Context: an optimization exercise on an open-source flow, tuned for small area. The choices shown serve that exercise and are no tape-out recipe.
Function was checked by simulation only, so behaviour that the tests miss may differ from the original.
No activity file was given, so power comes from the tool's default toggle rates.

==> run M: inputs <==
==> flow/design.v (excerpt) <==
module csr_file (
  input  logic                 clk_i,
  input  logic                 rst_ni,
  input  logic [45:0]          req_i,          
  input  logic [2:0]           stall_i,        
  input  logic                 trap_i,         
  input  logic                 mret_i,         
  input  logic [95:0]          trap_info_i,    
  input  logic [2:0]           irq_i,          
  output logic [32-1:0] csr_rdata_o,
  output logic [32-1:0] mtvec_o,
  output logic [32-1:0] mepc_o
);
==> flow/config.mk <==
export PLATFORM = sky130hd
export DESIGN_NAME = csr_file
export DESIGN_NICKNAME = csr_file
export VERILOG_FILES = /design/flow/design.v
export SDC_FILE = /design/flow/constraint.sdc
export NUM_CORES = 4
export LEC_CHECK = 0
export CAP_MARGIN = 5
export CORE_MARGIN = 2
export CORE_UTILIZATION = 70
export GPL_TIMING_DRIVEN = 0
export SLEW_MARGIN = 5
export SYNTH_HIERARCHICAL = 1
export SYNTH_MINIMUM_KEEP_SIZE = 0
==> flow/constraint.sdc <==
create_clock -name core_clock -period 6.0 [get_ports {clk_i}]
set_input_delay 1.2000 -clock core_clock [delete_from_list [all_inputs] [get_ports {clk_i}]]
set_output_delay 1.2000 -clock core_clock [all_outputs]
set_load 0.01 [all_outputs]
standard.sh (not shown) runs the stock make flow with config.mk's settings and CLKGATE_MAP_FILE= SYNTH_SCRIPT=/design/flow/synth_recipe.tcl, a recipe that flattens the netlist after the stock synthesis.
==> flow/flow/run.sh <==
#!/bin/bash
# Standard ORFS layout with two changes: the port buffers use the smallest buffer cell, and
# the clock tree uses larger sink clusters without dummy loads.
set -e
export BUFFER_PORTS_ARGS="-buffer_cell sky130_fd_sc_hd__buf_1"
export CTS_ARGS="-sink_clustering_enable -repair_clock_nets -dont_use_dummy_load -buf_list sky130_fd_sc_hd__clkbuf_8 -sink_clustering_size 18 -sink_clustering_max_diameter 80"
bash standard.sh > standard.log 2>&1
==> run E: changes against run M <==
--- a/flow/design.v
+++ b/flow/design.v
@@ -282,66 +282,52 @@
   csr_and2  u_r3  (.a(rd_en), .b(h3), .y(r3));
   csr_o21a  u_rc  (.a1(hb), .a2(hc), .b1(rd_en), .x(rc));        
   csr_and2  u_rf  (.a(rd_en), .b(hf), .y(rf));
   assign active = sz || trap_i;
   logic w_mie, w_mtvec, w_mscratch, w_mepc, w_mcause, w_mtval, w_mstatus;
   logic h_mie, h_mtvec, h_mscratch, h_mepc, h_mcause, h_mtval;
   logic w_cyc_lo, w_cyc_hi, w_inst_lo, w_inst_hi;
   logic h_cyc_lo, h_cyc_hi, h_inst_lo, h_inst_hi;
-  logic tv_mepc, tv_mcause, tv_mtval, ntrap;
-  logic nw_mtvec, nw_mscratch, nw_mepc, nw_mcause, nw_mtval;
-  logic nw_cyc_lo, nw_cyc_hi, nw_inst_lo, nw_inst_hi;
+  logic trap_v;
   csr_and3 u_w_mstatus  (.a(wt), .b(m0), .c(l0), .y(w_mstatus));
   csr_and3 u_w_mie      (.a(wt), .b(m0), .c(l4), .y(w_mie));
   csr_and3 u_w_mtvec    (.a(wt), .b(m0), .c(l5), .y(w_mtvec));
-  csr_nand3 u_nw_mtvec (.a(wt), .b(m0), .c(l5), .y(nw_mtvec));
   csr_and3 u_w_mscratch (.a(wt), .b(m4), .c(l0), .y(w_mscratch));
-  csr_nand3 u_nw_mscratch (.a(wt), .b(m4), .c(l0), .y(nw_mscratch));
   csr_and3 u_w_mepc     (.a(wt), .b(m4), .c(l1), .y(w_mepc));
-  csr_nand3 u_nw_mepc (.a(wt), .b(m4), .c(l1), .y(nw_mepc));
   csr_and3 u_w_mcause   (.a(wt), .b(m4), .c(l2), .y(w_mcause));
-  csr_nand3 u_nw_mcause (.a(wt), .b(m4), .c(l2), .y(nw_mcause));
   csr_and3 u_w_mtval    (.a(wt), .b(m4), .c(l3), .y(w_mtval));
-  csr_nand3 u_nw_mtval (.a(wt), .b(m4), .c(l3), .y(nw_mtval));
   csr_and3 u_w_cyc_lo   (.a(wc), .b(m0), .c(l0), .y(w_cyc_lo));
-  csr_nand3 u_nw_cyc_lo (.a(wc), .b(m0), .c(l0), .y(nw_cyc_lo));
   csr_and3 u_w_cyc_hi   (.a(wc), .b(m8), .c(l0), .y(w_cyc_hi));
-  csr_nand3 u_nw_cyc_hi (.a(wc), .b(m8), .c(l0), .y(nw_cyc_hi));
   csr_and3 u_w_inst_lo  (.a(wc), .b(m0), .c(l2), .y(w_inst_lo));
-  csr_nand3 u_nw_inst_lo (.a(wc), .b(m0), .c(l2), .y(nw_inst_lo));
   csr_and3 u_w_inst_hi  (.a(wc), .b(m8), .c(l2), .y(w_inst_hi));
-  csr_nand3 u_nw_inst_hi (.a(wc), .b(m8), .c(l2), .y(nw_inst_hi));
   csr_nor2 u_h_mie      (.a(rst), .b(w_mie),      .y(h_mie));
-  csr_and2 u_h_mtvec (.a(rst_ni), .b(nw_mtvec), .y(h_mtvec));
-  csr_and2 u_h_mscratch (.a(rst_ni), .b(nw_mscratch), .y(h_mscratch));
-  csr_and3 u_h_mepc (.a(rst_ni), .b(nw_mepc), .c(ntrap), .y(h_mepc));
-  csr_and3 u_h_mcause (.a(rst_ni), .b(nw_mcause), .c(ntrap), .y(h_mcause));
-  csr_and3 u_h_mtval (.a(rst_ni), .b(nw_mtval), .c(ntrap), .y(h_mtval));
-  csr_and2 u_h_cyc_lo (.a(rst_ni), .b(nw_cyc_lo), .y(h_cyc_lo));
-  csr_and2 u_h_cyc_hi (.a(rst_ni), .b(nw_cyc_hi), .y(h_cyc_hi));
-  csr_and2 u_h_inst_lo (.a(rst_ni), .b(nw_inst_lo), .y(h_inst_lo));
-  csr_and2 u_h_inst_hi (.a(rst_ni), .b(nw_inst_hi), .y(h_inst_hi));
-  csr_and2 u_tv_mepc   (.a(trap_i), .b(rst_ni), .y(tv_mepc));
-  csr_and2 u_tv_mcause (.a(trap_i), .b(rst_ni), .y(tv_mcause));
-  csr_and2 u_tv_mtval  (.a(trap_i), .b(rst_ni), .y(tv_mtval));
-  csr_inv  u_ntrap  (.a(trap_i), .y(ntrap));
+  csr_nor2 u_h_mtvec    (.a(rst), .b(w_mtvec),    .y(h_mtvec));
+  csr_nor2 u_h_mscratch (.a(rst), .b(w_mscratch), .y(h_mscratch));
+  assign h_mepc = !(rst || w_mepc || trap_i);
+  assign h_mcause = !(rst || w_mcause || trap_i);
+  assign h_mtval = !(rst || w_mtval || trap_i);
+  csr_nor2 u_h_cyc_lo   (.a(rst), .b(w_cyc_lo),  .y(h_cyc_lo));
+  csr_nor2 u_h_cyc_hi   (.a(rst), .b(w_cyc_hi),  .y(h_cyc_hi));
+  csr_nor2 u_h_inst_lo  (.a(rst), .b(w_inst_lo), .y(h_inst_lo));
+  csr_nor2 u_h_inst_hi  (.a(rst), .b(w_inst_hi), .y(h_inst_hi));
+  csr_and2 u_trap_v (.a(trap_i), .b(rst_ni), .y(trap_v));
   logic [2:0]  mie_d;
   logic [31:0] mtvec_d, mscratch_d, mepc_n, mcause_n, mtval_n;
   logic [2:0]  mie_wd;
   assign mie_wd = {wdata[11], wdata[7], wdata[3]};
   for (genvar i = 0; i < 3; i++) begin : g_mie
     csr_a22o u_mie (.a1(mie_q[i]), .a2(h_mie), .b1(mie_wd[i]), .b2(w_mie), .x(mie_d[i]));
   end
   for (genvar i = 0; i < 32; i++) begin : g_trap
     csr_a22o   u_mtvec    (.a1(mtvec_q[i]),    .a2(h_mtvec),    .b1(wdata[i]), .b2(w_mtvec),    .x(mtvec_d[i]));
     csr_a22o   u_mscratch (.a1(mscratch_q[i]), .a2(h_mscratch), .b1(wdata[i]), .b2(w_mscratch), .x(mscratch_d[i]));
-    csr_a222oi u_mepc   (.a1(mepc_q[i]),   .a2(h_mepc),   .b1(epc[i]),   .b2(tv_mepc), .c1(wdata[i]), .c2(w_mepc),   .y(mepc_n[i]));
-    csr_a222oi u_mcause (.a1(mcause_q[i]), .a2(h_mcause), .b1(cause[i]), .b2(tv_mcause), .c1(wdata[i]), .c2(w_mcause), .y(mcause_n[i]));
-    csr_a222oi u_mtval  (.a1(mtval_q[i]),  .a2(h_mtval),  .b1(tval[i]),  .b2(tv_mtval), .c1(wdata[i]), .c2(w_mtval),  .y(mtval_n[i]));
+    csr_a222oi u_mepc   (.a1(mepc_q[i]),   .a2(h_mepc),   .b1(epc[i]),   .b2(trap_v), .c1(wdata[i]), .c2(w_mepc),   .y(mepc_n[i]));
+    csr_a222oi u_mcause (.a1(mcause_q[i]), .a2(h_mcause), .b1(cause[i]), .b2(trap_v), .c1(wdata[i]), .c2(w_mcause), .y(mcause_n[i]));
+    csr_a222oi u_mtval  (.a1(mtval_q[i]),  .a2(h_mtval),  .b1(tval[i]),  .b2(trap_v), .c1(wdata[i]), .c2(w_mtval),  .y(mtval_n[i]));
   end
   always_ff @(posedge clk_i) begin
     mie_q      <= mie_d;
     mtvec_o    <= mtvec_d;
     mscratch_q <= mscratch_d;
     mepc_o     <= ~mepc_n;
     mcause_q   <= ~mcause_n;
     mtval_q    <= ~mtval_n;
==> flow/config.mk (replaced) <==
export PLATFORM = sky130hd
export DESIGN_NAME = csr_file
export DESIGN_NICKNAME = csr_file
export VERILOG_FILES = /design/flow/design.v
export SDC_FILE = /design/flow/constraint.sdc
export NUM_CORES = 4
export LEC_CHECK = 0
export CAP_MARGIN = 5
export CORE_MARGIN = 2
export CORE_UTILIZATION = 70
export SLEW_MARGIN = 5
export SYNTH_HIERARCHICAL = 1
export SYNTH_MINIMUM_KEEP_SIZE = 0
==> run D: changes against run M <==
--- a/flow/design.v
+++ b/flow/design.v
@@ -282,66 +282,52 @@
   csr_and2  u_r3  (.a(rd_en), .b(h3), .y(r3));
   csr_o21a  u_rc  (.a1(hb), .a2(hc), .b1(rd_en), .x(rc));        
   csr_and2  u_rf  (.a(rd_en), .b(hf), .y(rf));
   assign active = sz || trap_i;
   logic w_mie, w_mtvec, w_mscratch, w_mepc, w_mcause, w_mtval, w_mstatus;
   logic h_mie, h_mtvec, h_mscratch, h_mepc, h_mcause, h_mtval;
   logic w_cyc_lo, w_cyc_hi, w_inst_lo, w_inst_hi;
   logic h_cyc_lo, h_cyc_hi, h_inst_lo, h_inst_hi;
-  logic tv_mepc, tv_mcause, tv_mtval, ntrap;
-  logic nw_mtvec, nw_mscratch, nw_mepc, nw_mcause, nw_mtval;
-  logic nw_cyc_lo, nw_cyc_hi, nw_inst_lo, nw_inst_hi;
+  logic trap_v;
   csr_and3 u_w_mstatus  (.a(wt), .b(m0), .c(l0), .y(w_mstatus));
   csr_and3 u_w_mie      (.a(wt), .b(m0), .c(l4), .y(w_mie));
   csr_and3 u_w_mtvec    (.a(wt), .b(m0), .c(l5), .y(w_mtvec));
-  csr_nand3 u_nw_mtvec (.a(wt), .b(m0), .c(l5), .y(nw_mtvec));
   csr_and3 u_w_mscratch (.a(wt), .b(m4), .c(l0), .y(w_mscratch));
-  csr_nand3 u_nw_mscratch (.a(wt), .b(m4), .c(l0), .y(nw_mscratch));
   csr_and3 u_w_mepc     (.a(wt), .b(m4), .c(l1), .y(w_mepc));
-  csr_nand3 u_nw_mepc (.a(wt), .b(m4), .c(l1), .y(nw_mepc));
   csr_and3 u_w_mcause   (.a(wt), .b(m4), .c(l2), .y(w_mcause));
-  csr_nand3 u_nw_mcause (.a(wt), .b(m4), .c(l2), .y(nw_mcause));
   csr_and3 u_w_mtval    (.a(wt), .b(m4), .c(l3), .y(w_mtval));
-  csr_nand3 u_nw_mtval (.a(wt), .b(m4), .c(l3), .y(nw_mtval));
   csr_and3 u_w_cyc_lo   (.a(wc), .b(m0), .c(l0), .y(w_cyc_lo));
-  csr_nand3 u_nw_cyc_lo (.a(wc), .b(m0), .c(l0), .y(nw_cyc_lo));
   csr_and3 u_w_cyc_hi   (.a(wc), .b(m8), .c(l0), .y(w_cyc_hi));
-  csr_nand3 u_nw_cyc_hi (.a(wc), .b(m8), .c(l0), .y(nw_cyc_hi));
   csr_and3 u_w_inst_lo  (.a(wc), .b(m0), .c(l2), .y(w_inst_lo));
-  csr_nand3 u_nw_inst_lo (.a(wc), .b(m0), .c(l2), .y(nw_inst_lo));
   csr_and3 u_w_inst_hi  (.a(wc), .b(m8), .c(l2), .y(w_inst_hi));
-  csr_nand3 u_nw_inst_hi (.a(wc), .b(m8), .c(l2), .y(nw_inst_hi));
   csr_nor2 u_h_mie      (.a(rst), .b(w_mie),      .y(h_mie));
-  csr_and2 u_h_mtvec (.a(rst_ni), .b(nw_mtvec), .y(h_mtvec));
-  csr_and2 u_h_mscratch (.a(rst_ni), .b(nw_mscratch), .y(h_mscratch));
-  csr_and3 u_h_mepc (.a(rst_ni), .b(nw_mepc), .c(ntrap), .y(h_mepc));
-  csr_and3 u_h_mcause (.a(rst_ni), .b(nw_mcause), .c(ntrap), .y(h_mcause));
-  csr_and3 u_h_mtval (.a(rst_ni), .b(nw_mtval), .c(ntrap), .y(h_mtval));
-  csr_and2 u_h_cyc_lo (.a(rst_ni), .b(nw_cyc_lo), .y(h_cyc_lo));
-  csr_and2 u_h_cyc_hi (.a(rst_ni), .b(nw_cyc_hi), .y(h_cyc_hi));
-  csr_and2 u_h_inst_lo (.a(rst_ni), .b(nw_inst_lo), .y(h_inst_lo));
-  csr_and2 u_h_inst_hi (.a(rst_ni), .b(nw_inst_hi), .y(h_inst_hi));
-  csr_and2 u_tv_mepc   (.a(trap_i), .b(rst_ni), .y(tv_mepc));
-  csr_and2 u_tv_mcause (.a(trap_i), .b(rst_ni), .y(tv_mcause));
-  csr_and2 u_tv_mtval  (.a(trap_i), .b(rst_ni), .y(tv_mtval));
-  csr_inv  u_ntrap  (.a(trap_i), .y(ntrap));
+  csr_nor2 u_h_mtvec    (.a(rst), .b(w_mtvec),    .y(h_mtvec));
+  csr_nor2 u_h_mscratch (.a(rst), .b(w_mscratch), .y(h_mscratch));
+  assign h_mepc = !(rst || w_mepc || trap_i);
+  assign h_mcause = !(rst || w_mcause || trap_i);
+  assign h_mtval = !(rst || w_mtval || trap_i);
+  csr_nor2 u_h_cyc_lo   (.a(rst), .b(w_cyc_lo),  .y(h_cyc_lo));
+  csr_nor2 u_h_cyc_hi   (.a(rst), .b(w_cyc_hi),  .y(h_cyc_hi));
+  csr_nor2 u_h_inst_lo  (.a(rst), .b(w_inst_lo), .y(h_inst_lo));
+  csr_nor2 u_h_inst_hi  (.a(rst), .b(w_inst_hi), .y(h_inst_hi));
+  csr_and2 u_trap_v (.a(trap_i), .b(rst_ni), .y(trap_v));
   logic [2:0]  mie_d;
   logic [31:0] mtvec_d, mscratch_d, mepc_n, mcause_n, mtval_n;
   logic [2:0]  mie_wd;
   assign mie_wd = {wdata[11], wdata[7], wdata[3]};
   for (genvar i = 0; i < 3; i++) begin : g_mie
     csr_a22o u_mie (.a1(mie_q[i]), .a2(h_mie), .b1(mie_wd[i]), .b2(w_mie), .x(mie_d[i]));
   end
   for (genvar i = 0; i < 32; i++) begin : g_trap
     csr_a22o   u_mtvec    (.a1(mtvec_q[i]),    .a2(h_mtvec),    .b1(wdata[i]), .b2(w_mtvec),    .x(mtvec_d[i]));
     csr_a22o   u_mscratch (.a1(mscratch_q[i]), .a2(h_mscratch), .b1(wdata[i]), .b2(w_mscratch), .x(mscratch_d[i]));
-    csr_a222oi u_mepc   (.a1(mepc_q[i]),   .a2(h_mepc),   .b1(epc[i]),   .b2(tv_mepc), .c1(wdata[i]), .c2(w_mepc),   .y(mepc_n[i]));
-    csr_a222oi u_mcause (.a1(mcause_q[i]), .a2(h_mcause), .b1(cause[i]), .b2(tv_mcause), .c1(wdata[i]), .c2(w_mcause), .y(mcause_n[i]));
-    csr_a222oi u_mtval  (.a1(mtval_q[i]),  .a2(h_mtval),  .b1(tval[i]),  .b2(tv_mtval), .c1(wdata[i]), .c2(w_mtval),  .y(mtval_n[i]));
+    csr_a222oi u_mepc   (.a1(mepc_q[i]),   .a2(h_mepc),   .b1(epc[i]),   .b2(trap_v), .c1(wdata[i]), .c2(w_mepc),   .y(mepc_n[i]));
+    csr_a222oi u_mcause (.a1(mcause_q[i]), .a2(h_mcause), .b1(cause[i]), .b2(trap_v), .c1(wdata[i]), .c2(w_mcause), .y(mcause_n[i]));
+    csr_a222oi u_mtval  (.a1(mtval_q[i]),  .a2(h_mtval),  .b1(tval[i]),  .b2(trap_v), .c1(wdata[i]), .c2(w_mtval),  .y(mtval_n[i]));
   end
   always_ff @(posedge clk_i) begin
     mie_q      <= mie_d;
     mtvec_o    <= mtvec_d;
     mscratch_q <= mscratch_d;
     mepc_o     <= ~mepc_n;
     mcause_q   <= ~mcause_n;
     mtval_q    <= ~mtval_n;
==> flow/flow/run.sh (replaced) <==
#!/bin/bash
# Standard ORFS layout with two changes: the port buffers use the smallest buffer cell, and
# the clock tree uses larger sink clusters without dummy loads.
set -e
export BUFFER_PORTS_ARGS="-buffer_cell sky130_fd_sc_hd__buf_1"
export CTS_ARGS="-sink_clustering_enable -repair_clock_nets -dont_use_dummy_load -buf_list sky130_fd_sc_hd__clkbuf_8 -sink_clustering_size 15 -sink_clustering_max_diameter 80"
bash standard.sh > standard.log 2>&1
==> flow/config.mk (replaced) <==
export PLATFORM = sky130hd
export DESIGN_NAME = csr_file
export DESIGN_NICKNAME = csr_file
export VERILOG_FILES = /design/flow/design.v
export SDC_FILE = /design/flow/constraint.sdc
export NUM_CORES = 4
export LEC_CHECK = 0
export CAP_MARGIN = 5
export CORE_MARGIN = 2
export CORE_UTILIZATION = 70
export SLEW_MARGIN = 5
export SYNTH_HIERARCHICAL = 1
export SYNTH_MINIMUM_KEEP_SIZE = 0
==> notes.md <==
Die Y-Extent: run D 137 um; run M 137 um; run E 137 um
Placeable core region: run D 17300 um^2; run M 17400 um^2; run E 17300 um^2
Number of placed cells counting well taps: run D 1559; run M 1539; run E 1559
Fraction of power spent switching nets: run D 24.5%; run M 24.7%; run E 24.5%
Total vias in the final route: run D 11800; run M 11700; run E 11800
Filler instances: run D 1142; run M 1142; run E 1146
Starting utilization of the core area: run D 71.5%; run M 71.7%; run E 71.5%
Final critical-path share of the clock period: run D 84.8%; run M 87.4%; run E 84.7%
Multi-input gate share of total cell area: run D 43.4%; run M 44.7%; run E 43.5%
Combinational-cell power consumption: run D 0.000213 W; run M 0.000214 W; run E 0.000213 W
Area taken by multi-input logic gates: run D 6160 um^2; run M 6250 um^2; run E 6160 um^2
Xor and xnor fraction of the mapped netlist area: run D 0.567%; run M 0.563%; run E 0.567%
Run status: run D complete, no violations; run M complete, no violations; run E complete, no violations
Wire per inst: run D 24.9 um; run M 25.4 um; run E 25.0 um

==> port drivers added, routing unchanged <==
The flow's constraints put no driver on any port. The routed layouts listed below were extracted and timed again, unchanged, in two steps. Step 1 (the two cells are an assumption about what drives the block):
set clk [get_ports {clk_i}]
set_driving_cell -lib_cell sky130_fd_sc_hd__clkbuf_16 $clk
set_driving_cell -lib_cell sky130_fd_sc_hd__buf_2 [delete_from_list [all_inputs] $clk]
Step 2 times the ports against the registers' clock, not the clock port: input delays grow and output delays shrink by t, the midpoint of the rising clock arrivals with the driver on. a / b / c = ideal / step 1 / step 2; a / b = the first two.
run | t, ns | setup slack, ns | worst slew at a driven data input, ns
run M | 0.562 | 0.754 / 0.776 / 0.214 | 0.04
run E | 0.566 | 0.920 / 0.937 / 0.371 | 0.08
run D | 0.590 | 0.911 / 0.929 / 0.339 | 0.08
After both steps every run listed still meets setup and hold. For run D, which loses most, drivers alone change the setup slack by +0.018 ns; drivers and shift together by -0.572 ns.
